Source: an optimization exercise on an open RTL-to-GDS flow (aim: small area, a short achievable clock period and few clock cycles per item). Production flows keep margins and buffers that such runs may drop.
At most, simulation tests tie the RTL to the original design; equivalence was not proved.

==> build 63 <==
Design mult_pipe_mac, start of the top module:
module mult_pipe_mac #(
  parameter int AW    = 18,
  parameter int BW    = 18,
  parameter int LAT   = 3,
  parameter int GUARD = 8
) (
  input  logic                   clk,
  input  logic                   rst,
  input  logic                   in_valid,
  output logic                   in_ready,
  input  logic [AW-1:0]          in_a,
  input  logic [BW-1:0]          in_b,
  input  logic                   in_signed,
  input  logic [1:0]             in_mode,
  output logic                   out_valid,
  input  logic                   out_ready,
  output logic [AW+BW+GUARD-1:0] out_data,
  output logic                   out_ovf
);
Settings: LEC_CHECK=0, CAP_MARGIN=20, CORE_MARGIN=2, CORE_UTILIZATION=50, PLACE_DENSITY=0.75, SETUP_SLACK_MARGIN=4.1, SLEW_MARGIN=20, SYNTH_HIERARCHICAL=1; clock period 8.0 ns.
standard.sh (not shown) runs the stock make flow with config.mk's settings and CLKGATE_MAP_FILE= SYNTH_SCRIPT=/design/flow/synth_recipe.tcl, a recipe that flattens the netlist after the stock synthesis.
==> flow/flow/run.sh <==
#!/bin/bash
set -euo pipefail
W=$PWD
RES=$W/orfs/results/$FLOW_PLATFORM/mult_pipe_mac/base
export BUFFER_PORTS_ARGS="-buffer_cell sky130_fd_sc_hd__buf_2"
bash standard.sh synth > synth.log 2>&1
sed -i 's/\bsky130_fd_sc_hd__a22oi_2\b/sky130_fd_sc_hd__a22oi_1/' "$RES/1_2_yosys.v"
touch "$RES/1_2_yosys.v"
grep -c 'sky130_fd_sc_hd__a22oi_1' "$RES/1_2_yosys.v" > downsize.log 2>&1 || true
bash standard.sh finish > layout.log 2>&1
==> trial 88: changes against build 63 <==
--- a/flow/design.v
+++ b/flow/design.v
@@ -1045,24 +1045,22 @@
   mpm_fa u_ta_fa67 (.a(pp_9_1), .b(ta_fc56), .c(ta_fc57), .s(ta_fs67), .co(ta_fc67));
   mpm_fa u_ta_fa68 (.a(ta_fc58), .b(ta_fs64), .c(ta_fs65), .s(ta_fs68), .co(ta_fc68));
   mpm_fa u_ta_fa69 (.a(ta_fs66), .b(ta_fc59), .c(ta_fc60), .s(ta_fs69), .co(ta_fc69));
   mpm_fa u_ta_fa70 (.a(ta_fs67), .b(ta_fs68), .c(ta_fc61), .s(ta_fs70), .co(ta_fc70));
   mpm_fa u_ta_fa71 (.a(ta_fc62), .b(ta_fs69), .c(ta_fs70), .s(ta_fs71), .co(ta_fc71));
   mpm_ha u_ta_ha17 (.a(ta_fc63), .b(ta_fs71), .s(ta_hs17), .co(ta_hc17));
-  assign ta_ks0 = ~(pp_0_20 ^ pp_1_18);
-  assign ta_kc0 = pp_0_20 | pp_1_18;
+  mpm_fa u_ta_fk0 (.a(pp_0_20), .b(pp_1_18), .c(1'b1), .s(ta_ks0), .co(ta_kc0));
   mpm_fa u_ta_fa72 (.a(pp_2_16), .b(pp_3_14), .c(pp_4_12), .s(ta_fs72), .co(ta_fc72));
   mpm_fa u_ta_fa73 (.a(pp_5_10), .b(pp_6_8), .c(pp_7_6), .s(ta_fs73), .co(ta_fc73));
   mpm_fa u_ta_fa74 (.a(pp_8_4), .b(pp_9_2), .c(ta_ks0), .s(ta_fs74), .co(ta_fc74));
   mpm_fa u_ta_fa75 (.a(ta_fc64), .b(ta_fc65), .c(ta_fc66), .s(ta_fs75), .co(ta_fc75));
   mpm_fa u_ta_fa76 (.a(ta_fs72), .b(ta_fs73), .c(ta_fs74), .s(ta_fs76), .co(ta_fc76));
   mpm_fa u_ta_fa77 (.a(ta_fc67), .b(ta_fc68), .c(ta_fs75), .s(ta_fs77), .co(ta_fc77));
   mpm_fa u_ta_fa78 (.a(ta_fs76), .b(ta_fc69), .c(ta_fs77), .s(ta_fs78), .co(ta_fc78));
   mpm_fa u_ta_fa79 (.a(ta_fc70), .b(ta_fs78), .c(ta_fc71), .s(ta_fs79), .co(ta_fc79));
-  assign ta_ks1 = ~(pp_1_19 ^ pp_2_17);
-  assign ta_kc1 = pp_1_19 | pp_2_17;
+  mpm_fa u_ta_fk1 (.a(pp_1_19), .b(pp_2_17), .c(1'b1), .s(ta_ks1), .co(ta_kc1));
   mpm_fa u_ta_fa80 (.a(pp_3_15), .b(pp_4_13), .c(pp_5_11), .s(ta_fs80), .co(ta_fc80));
   mpm_fa u_ta_fa81 (.a(pp_6_9), .b(pp_7_7), .c(pp_8_5), .s(ta_fs81), .co(ta_fc81));
   mpm_fa u_ta_fa82 (.a(pp_9_3), .b(ta_kc0), .c(ta_ks1), .s(ta_fs82), .co(ta_fc82));
   mpm_fa u_ta_fa83 (.a(ta_fc72), .b(ta_fc73), .c(ta_fs80), .s(ta_fs83), .co(ta_fc83));
   mpm_fa u_ta_fa84 (.a(ta_fs81), .b(ta_fc74), .c(ta_fs82), .s(ta_fs84), .co(ta_fc84));
   mpm_fa u_ta_fa85 (.a(ta_fc75), .b(ta_fs83), .c(ta_fc76), .s(ta_fs85), .co(ta_fc85));
@@ -1073,14 +1071,13 @@
   mpm_fa u_ta_fa89 (.a(pp_7_8), .b(pp_8_6), .c(pp_9_4), .s(ta_fs89), .co(ta_fc89));
   mpm_fa u_ta_fa90 (.a(ta_kc1), .b(ta_fc80), .c(ta_fc81), .s(ta_fs90), .co(ta_fc90));
   mpm_fa u_ta_fa91 (.a(ta_fs87), .b(ta_fs88), .c(ta_fs89), .s(ta_fs91), .co(ta_fc91));
   mpm_fa u_ta_fa92 (.a(ta_fc82), .b(ta_fc83), .c(ta_fs90), .s(ta_fs92), .co(ta_fc92));
   mpm_fa u_ta_fa93 (.a(ta_fs91), .b(ta_fc84), .c(ta_fs92), .s(ta_fs93), .co(ta_fc93));
   mpm_fa u_ta_fa94 (.a(ta_fc85), .b(ta_fs93), .c(ta_fc86), .s(ta_fs94), .co(ta_fc94));
-  assign ta_ks2 = ~(pp_2_19 ^ pp_3_17);
-  assign ta_kc2 = pp_2_19 | pp_3_17;
+  mpm_fa u_ta_fk2 (.a(pp_2_19), .b(pp_3_17), .c(1'b1), .s(ta_ks2), .co(ta_kc2));
   mpm_fa u_ta_fa95 (.a(pp_4_15), .b(pp_5_13), .c(pp_6_11), .s(ta_fs95), .co(ta_fc95));
   mpm_fa u_ta_fa96 (.a(pp_7_9), .b(pp_8_7), .c(pp_9_5), .s(ta_fs96), .co(ta_fc96));
   mpm_fa u_ta_fa97 (.a(ta_ks2), .b(ta_fc87), .c(ta_fc88), .s(ta_fs97), .co(ta_fc97));
   mpm_fa u_ta_fa98 (.a(ta_fc89), .b(ta_fs95), .c(ta_fs96), .s(ta_fs98), .co(ta_fc98));
   mpm_fa u_ta_fa99 (.a(ta_fc90), .b(ta_fc91), .c(ta_fs97), .s(ta_fs99), .co(ta_fc99));
   mpm_fa u_ta_fa100 (.a(ta_fs98), .b(ta_fc92), .c(ta_fs99), .s(ta_fs100), .co(ta_fc100));
@@ -1089,68 +1086,61 @@
   mpm_fa u_ta_fa102 (.a(pp_5_14), .b(pp_6_12), .c(pp_7_10), .s(ta_fs102), .co(ta_fc102));
   mpm_fa u_ta_fa103 (.a(pp_8_8), .b(pp_9_6), .c(ta_kc2), .s(ta_fs103), .co(ta_fc103));
   mpm_fa u_ta_fa104 (.a(ta_fc95), .b(ta_fc96), .c(ta_fs101), .s(ta_fs104), .co(ta_fc104));
   mpm_fa u_ta_fa105 (.a(ta_fs102), .b(ta_fs103), .c(ta_fc97), .s(ta_fs105), .co(ta_fc105));
   mpm_fa u_ta_fa106 (.a(ta_fc98), .b(ta_fs104), .c(ta_fc99), .s(ta_fs106), .co(ta_fc106));
   mpm_fa u_ta_fa107 (.a(ta_fs105), .b(ta_fc100), .c(ta_fs106), .s(ta_fs107), .co(ta_fc107));
-  assign ta_ks3 = ~(pp_3_19 ^ pp_4_17);
-  assign ta_kc3 = pp_3_19 | pp_4_17;
+  mpm_fa u_ta_fk3 (.a(pp_3_19), .b(pp_4_17), .c(1'b1), .s(ta_ks3), .co(ta_kc3));
   mpm_fa u_ta_fa108 (.a(pp_5_15), .b(pp_6_13), .c(pp_7_11), .s(ta_fs108), .co(ta_fc108));
   mpm_fa u_ta_fa109 (.a(pp_8_9), .b(pp_9_7), .c(ta_ks3), .s(ta_fs109), .co(ta_fc109));
   mpm_fa u_ta_fa110 (.a(ta_fc101), .b(ta_fc102), .c(ta_fs108), .s(ta_fs110), .co(ta_fc110));
   mpm_fa u_ta_fa111 (.a(ta_fc103), .b(ta_fs109), .c(ta_fc104), .s(ta_fs111), .co(ta_fc111));
   mpm_fa u_ta_fa112 (.a(ta_fs110), .b(ta_fc105), .c(ta_fs111), .s(ta_fs112), .co(ta_fc112));
   mpm_ha u_ta_ha20 (.a(ta_fc106), .b(ta_fs112), .s(ta_hs20), .co(ta_hc20));
   mpm_fa u_ta_fa113 (.a(pp_3_20), .b(pp_4_18), .c(pp_5_16), .s(ta_fs113), .co(ta_fc113));
   mpm_fa u_ta_fa114 (.a(pp_6_14), .b(pp_7_12), .c(pp_8_10), .s(ta_fs114), .co(ta_fc114));
   mpm_fa u_ta_fa115 (.a(pp_9_8), .b(ta_kc3), .c(ta_fc108), .s(ta_fs115), .co(ta_fc115));
   mpm_fa u_ta_fa116 (.a(ta_fs113), .b(ta_fs114), .c(ta_fc109), .s(ta_fs116), .co(ta_fc116));
   mpm_fa u_ta_fa117 (.a(ta_fc110), .b(ta_fs115), .c(ta_fs116), .s(ta_fs117), .co(ta_fc117));
   mpm_fa u_ta_fa118 (.a(ta_fc111), .b(ta_fs117), .c(ta_fc112), .s(ta_fs118), .co(ta_fc118));
-  assign ta_ks4 = ~(pp_4_19 ^ pp_5_17);
-  assign ta_kc4 = pp_4_19 | pp_5_17;
+  mpm_fa u_ta_fk4 (.a(pp_4_19), .b(pp_5_17), .c(1'b1), .s(ta_ks4), .co(ta_kc4));
   mpm_fa u_ta_fa119 (.a(pp_6_15), .b(pp_7_13), .c(pp_8_11), .s(ta_fs119), .co(ta_fc119));
   mpm_fa u_ta_fa120 (.a(pp_9_9), .b(ta_ks4), .c(ta_fc113), .s(ta_fs120), .co(ta_fc120));
   mpm_fa u_ta_fa121 (.a(ta_fc114), .b(ta_fs119), .c(ta_fc115), .s(ta_fs121), .co(ta_fc121));
   mpm_fa u_ta_fa122 (.a(ta_fs120), .b(ta_fc116), .c(ta_fs121), .s(ta_fs122), .co(ta_fc122));
   mpm_ha u_ta_ha21 (.a(ta_fc117), .b(ta_fs122), .s(ta_hs21), .co(ta_hc21));
   mpm_fa u_ta_fa123 (.a(pp_4_20), .b(pp_5_18), .c(pp_6_16), .s(ta_fs123), .co(ta_fc123));
   mpm_fa u_ta_fa124 (.a(pp_7_14), .b(pp_8_12), .c(pp_9_10), .s(ta_fs124), .co(ta_fc124));
   mpm_fa u_ta_fa125 (.a(ta_kc4), .b(ta_fc119), .c(ta_fs123), .s(ta_fs125), .co(ta_fc125));
   mpm_fa u_ta_fa126 (.a(ta_fs124), .b(ta_fc120), .c(ta_fs125), .s(ta_fs126), .co(ta_fc126));
   mpm_fa u_ta_fa127 (.a(ta_fc121), .b(ta_fs126), .c(ta_fc122), .s(ta_fs127), .co(ta_fc127));
-  assign ta_ks5 = ~(pp_5_19 ^ pp_6_17);
-  assign ta_kc5 = pp_5_19 | pp_6_17;
+  mpm_fa u_ta_fk5 (.a(pp_5_19), .b(pp_6_17), .c(1'b1), .s(ta_ks5), .co(ta_kc5));
   mpm_fa u_ta_fa128 (.a(pp_7_15), .b(pp_8_13), .c(pp_9_11), .s(ta_fs128), .co(ta_fc128));
   mpm_fa u_ta_fa129 (.a(ta_ks5), .b(ta_fc123), .c(ta_fc124), .s(ta_fs129), .co(ta_fc129));
   mpm_fa u_ta_fa130 (.a(ta_fs128), .b(ta_fc125), .c(ta_fs129), .s(ta_fs130), .co(ta_fc130));
   mpm_ha u_ta_ha22 (.a(ta_fc126), .b(ta_fs130), .s(ta_hs22), .co(ta_hc22));
   mpm_fa u_ta_fa131 (.a(pp_5_20), .b(pp_6_18), .c(pp_7_16), .s(ta_fs131), .co(ta_fc131));
   mpm_fa u_ta_fa132 (.a(pp_8_14), .b(pp_9_12), .c(ta_kc5), .s(ta_fs132), .co(ta_fc132));
   mpm_fa u_ta_fa133 (.a(ta_fc128), .b(ta_fs131), .c(ta_fs132), .s(ta_fs133), .co(ta_fc133));
   mpm_fa u_ta_fa134 (.a(ta_fc129), .b(ta_fs133), .c(ta_fc130), .s(ta_fs134), .co(ta_fc134));
-  assign ta_ks6 = ~(pp_6_19 ^ pp_7_17);
-  assign ta_kc6 = pp_6_19 | pp_7_17;
+  mpm_fa u_ta_fk6 (.a(pp_6_19), .b(pp_7_17), .c(1'b1), .s(ta_ks6), .co(ta_kc6));
   mpm_fa u_ta_fa135 (.a(pp_8_15), .b(pp_9_13), .c(ta_ks6), .s(ta_fs135), .co(ta_fc135));
   mpm_fa u_ta_fa136 (.a(ta_fc131), .b(ta_fc132), .c(ta_fs135), .s(ta_fs136), .co(ta_fc136));
   mpm_ha u_ta_ha23 (.a(ta_fc133), .b(ta_fs136), .s(ta_hs23), .co(ta_hc23));
   mpm_fa u_ta_fa137 (.a(pp_6_20), .b(pp_7_18), .c(pp_8_16), .s(ta_fs137), .co(ta_fc137));
   mpm_fa u_ta_fa138 (.a(pp_9_14), .b(ta_kc6), .c(ta_fs137), .s(ta_fs138), .co(ta_fc138));
   mpm_fa u_ta_fa139 (.a(ta_fc135), .b(ta_fs138), .c(ta_fc136), .s(ta_fs139), .co(ta_fc139));
-  assign ta_ks7 = ~(pp_7_19 ^ pp_8_17);
-  assign ta_kc7 = pp_7_19 | pp_8_17;
+  mpm_fa u_ta_fk7 (.a(pp_7_19), .b(pp_8_17), .c(1'b1), .s(ta_ks7), .co(ta_kc7));
   mpm_fa u_ta_fa140 (.a(pp_9_15), .b(ta_ks7), .c(ta_fc137), .s(ta_fs140), .co(ta_fc140));
   mpm_ha u_ta_ha24 (.a(ta_fc138), .b(ta_fs140), .s(ta_hs24), .co(ta_hc24));
   mpm_fa u_ta_fa141 (.a(pp_7_20), .b(pp_8_18), .c(pp_9_16), .s(ta_fs141), .co(ta_fc141));
   mpm_fa u_ta_fa142 (.a(ta_kc7), .b(ta_fs141), .c(ta_fc140), .s(ta_fs142), .co(ta_fc142));
-  assign ta_ks8 = ~(pp_8_19 ^ pp_9_17);
-  assign ta_kc8 = pp_8_19 | pp_9_17;
+  mpm_fa u_ta_fk8 (.a(pp_8_19), .b(pp_9_17), .c(1'b1), .s(ta_ks8), .co(ta_kc8));
   mpm_ha u_ta_ha25 (.a(ta_ks8), .b(ta_fc141), .s(ta_hs25), .co(ta_hc25));
   mpm_fa u_ta_fa143 (.a(pp_8_20), .b(pp_9_18), .c(ta_kc8), .s(ta_fs143), .co(ta_fc143));
-  assign ta_ks9 = ~(pp_9_19 ^ ta_fc143);
-  assign ta_kc9 = pp_9_19 | ta_fc143;
+  mpm_fa u_ta_fk9 (.a(pp_9_19), .b(ta_fc143), .c(1'b1), .s(ta_ks9), .co(ta_kc9));
   always_ff @(posedge clk) begin
     if (rst)           s2_valid_r <= 1'b0;
     else if (!stall_s) s2_valid_r <= s1_valid_r;
     if (!stall_s) begin
       s2_signed_r <= s1_signed_r;
       s2_mode_r   <= s1_mode_r;
@@ -1269,24 +1259,18 @@
   mpm_fa u_tb_fa31 (.a(accx_s[33]), .b(cs0_r[33]), .c(cs1_r[33]), .s(tb_fs31), .co(tb_fc31));
   mpm_fa u_tb_fa32 (.a(accx_s[34]), .b(cs0_r[34]), .c(cs1_r[34]), .s(tb_fs32), .co(tb_fc32));
   mpm_fa u_tb_fa33 (.a(accx_s[35]), .b(cs0_r[35]), .c(cs1_r[35]), .s(tb_fs33), .co(tb_fc33));
   mpm_fa u_tb_fa34 (.a(accx_s[36]), .b(cs0_r[36]), .c(cs1_r[36]), .s(tb_fs34), .co(tb_fc34));
   mpm_ha u_tb_ha2 (.a(accx_s[37]), .b(cs0_r[37]), .s(tb_hs2), .co(tb_hc2));
   mpm_fa u_tb_fa35 (.a(accx_s[38]), .b(cs0_r[38]), .c(cs1_r[38]), .s(tb_fs35), .co(tb_fc35));
-  assign tb_ks0 = ~(accx_s[39] ^ tb_fc35);
-  assign tb_kc0 = accx_s[39] | tb_fc35;
-  assign tb_ks1 = ~(accx_s[40] ^ tb_kc0);
-  assign tb_kc1 = accx_s[40] | tb_kc0;
-  assign tb_ks2 = ~(accx_s[41] ^ tb_kc1);
-  assign tb_kc2 = accx_s[41] | tb_kc1;
-  assign tb_ks3 = ~(accx_s[42] ^ tb_kc2);
-  assign tb_kc3 = accx_s[42] | tb_kc2;
-  assign tb_ks4 = ~(accx_s[43] ^ tb_kc3);
-  assign tb_kc4 = accx_s[43] | tb_kc3;
-  assign tb_ks5 = ~(accx_s[44] ^ tb_kc4);
-  assign tb_kc5 = accx_s[44] | tb_kc4;
+  mpm_fa u_tb_fk0 (.a(accx_s[39]), .b(tb_fc35), .c(1'b1), .s(tb_ks0), .co(tb_kc0));
+  mpm_fa u_tb_fk1 (.a(accx_s[40]), .b(tb_kc0), .c(1'b1), .s(tb_ks1), .co(tb_kc1));
+  mpm_fa u_tb_fk2 (.a(accx_s[41]), .b(tb_kc1), .c(1'b1), .s(tb_ks2), .co(tb_kc2));
+  mpm_fa u_tb_fk3 (.a(accx_s[42]), .b(tb_kc2), .c(1'b1), .s(tb_ks3), .co(tb_kc3));
+  mpm_fa u_tb_fk4 (.a(accx_s[43]), .b(tb_kc3), .c(1'b1), .s(tb_ks4), .co(tb_kc4));
+  mpm_fa u_tb_fk5 (.a(accx_s[44]), .b(tb_kc4), .c(1'b1), .s(tb_ks5), .co(tb_kc5));
   assign sum_s = {tb_ks5, tb_ks4, tb_ks3, tb_ks2, tb_ks1, tb_ks0, tb_fs35, tb_fc34, tb_fc33, tb_fc32, tb_fc31, tb_fc30, tb_fc29, tb_fc28, tb_fc27, tb_fc26, tb_fc25, tb_fc24, tb_fc23, tb_fc22, tb_fc21, tb_fc20, tb_fc19, tb_fc18, tb_fc17, tb_fc16, tb_fc15, tb_fc14, tb_fc13, tb_fc12, tb_fc11, tb_fc10, tb_fc9, tb_fc8, tb_fc7, tb_fc6, tb_fc5, tb_fc4, tb_fc3, tb_fc2, tb_fc1, tb_fc0, tb_fs0, tb_hc0, cs1_r[0]}
                 + {1'b0, 1'b0, 1'b0, 1'b0, 1'b0, 1'b0, tb_hc2, tb_hs2, tb_fs34, tb_fs33, tb_fs32, tb_fs31, tb_fs30, tb_fs29, tb_fs28, tb_fs27, tb_fs26, tb_fs25, tb_fs24, tb_fs23, tb_fs22, tb_fs21, tb_fs20, tb_fs19, tb_fs18, tb_fs17, tb_fs16, tb_fs15, tb_fs14, tb_fs13, tb_fs12, tb_fs11, tb_fs10, tb_fs9, tb_fs8, tb_fs7, tb_fs6, tb_fs5, tb_fs4, tb_fs3, tb_fs2, tb_fs1, tb_hc1, tb_hs1, tb_hs0};
   always_ff @(posedge clk) begin
     if (rst)           out_valid_r <= 1'b0;
     else if (!stall_s) out_valid_r <= s2_valid_r;
     if (!stall_s && s2_valid_r) begin
==> flow/run.sh (new file) <==
#!/bin/bash
# synth_recipe.tcl (not shown) runs the flow's synth.tcl, then flattens the netlist and writes it again
# the make line also repeats each setting of config.mk as NAME=value (left out here)
make -C /OpenROAD-flow-scripts/flow DESIGN_CONFIG=/design/flow/config.mk WORK_HOME=/design/flow/orfs CLKGATE_MAP_FILE= SYNTH_SCRIPT=/design/flow/synth_recipe.tcl finish
Settings changed: CORE_UTILIZATION 50 to 40, PLACE_DENSITY 0.75 to default, SETUP_SLACK_MARGIN 4.1 to 4.5.
removed: flow/flow/run.sh
removed: flow/standard.sh
==> impl_metrics.ini <==
[cts]
cts_buffers = 24

[finish]
buf_share = 0.07010
clock_buffers = 31
inverters = 55

[floorplanning]
die-area_um2 = 36520
start_util = 0.5068

[synthesis]
netlist_instances = 1499

[setup_path]
crit_path_frequent_cell = fa_1

[status]
status = complete, no violations

[global_route]
grt_pass1_wl_um = 72350
(the above is from build 63)
==> impl_metrics.ini <==
[status]
status = complete, no violations

[finish]
multiInputGateArea_um2 = 13610
inverters = 20
buf_share = 0.1271
utilization = 0.5319
drive_gt1_frac = 0.3644
clock_buffers = 34

[global_route]
grt_pass1_wl_um = 79580

[synthesis]
synth_top_area_cell = edfxtp_1
netlist_instances = 1480
ys_ff_latch = 222

[timing]
finalSetupViolCount = 0

[floorplanning]
die-area_um2 = 48550
start_util = 0.4038

[route]
top_layer_used = met4

[setup_path]
r2r-start = s2_mode_r[0]

[cts]
cts_buffers = 26
(the above is from trial 88)
Testbench counts of build 63, summed over its fixed seeds: cycles 32,024, items 32,000.
Only the layout flow was run in trial 88; the RTL was not checked for function there.

[separate check: timing with driven ports]
In the flow no input, the clock included, has a driving cell. The finished layouts below were timed again as built, in two steps. Step 1 sets driving cells, clkbuf_16 on the clock port and buf_2 on the other inputs (assumed; they add their load-dependent delay and slew). Step 2 also shifts input and output timing later by t, the mid clock arrival at the registers, as if the neighbouring blocks saw the same clock. Three values: ideal ports, drivers, drivers and shift; two values: the first two.
run	t, ns	setup slack, ns	worst setup path at the end	worst data-port slew with drivers (ns)
build 63	0.569	4.103 / 4.103 / 3.892	input to register	0.04
trial 88	0.591	3.810 / 3.810 / 3.810	register to register	0.07
After both steps every run listed still meets setup and hold. For build 63, which loses most, drivers alone change the setup slack by 0.000 ns; drivers and shift together by -0.211 ns.
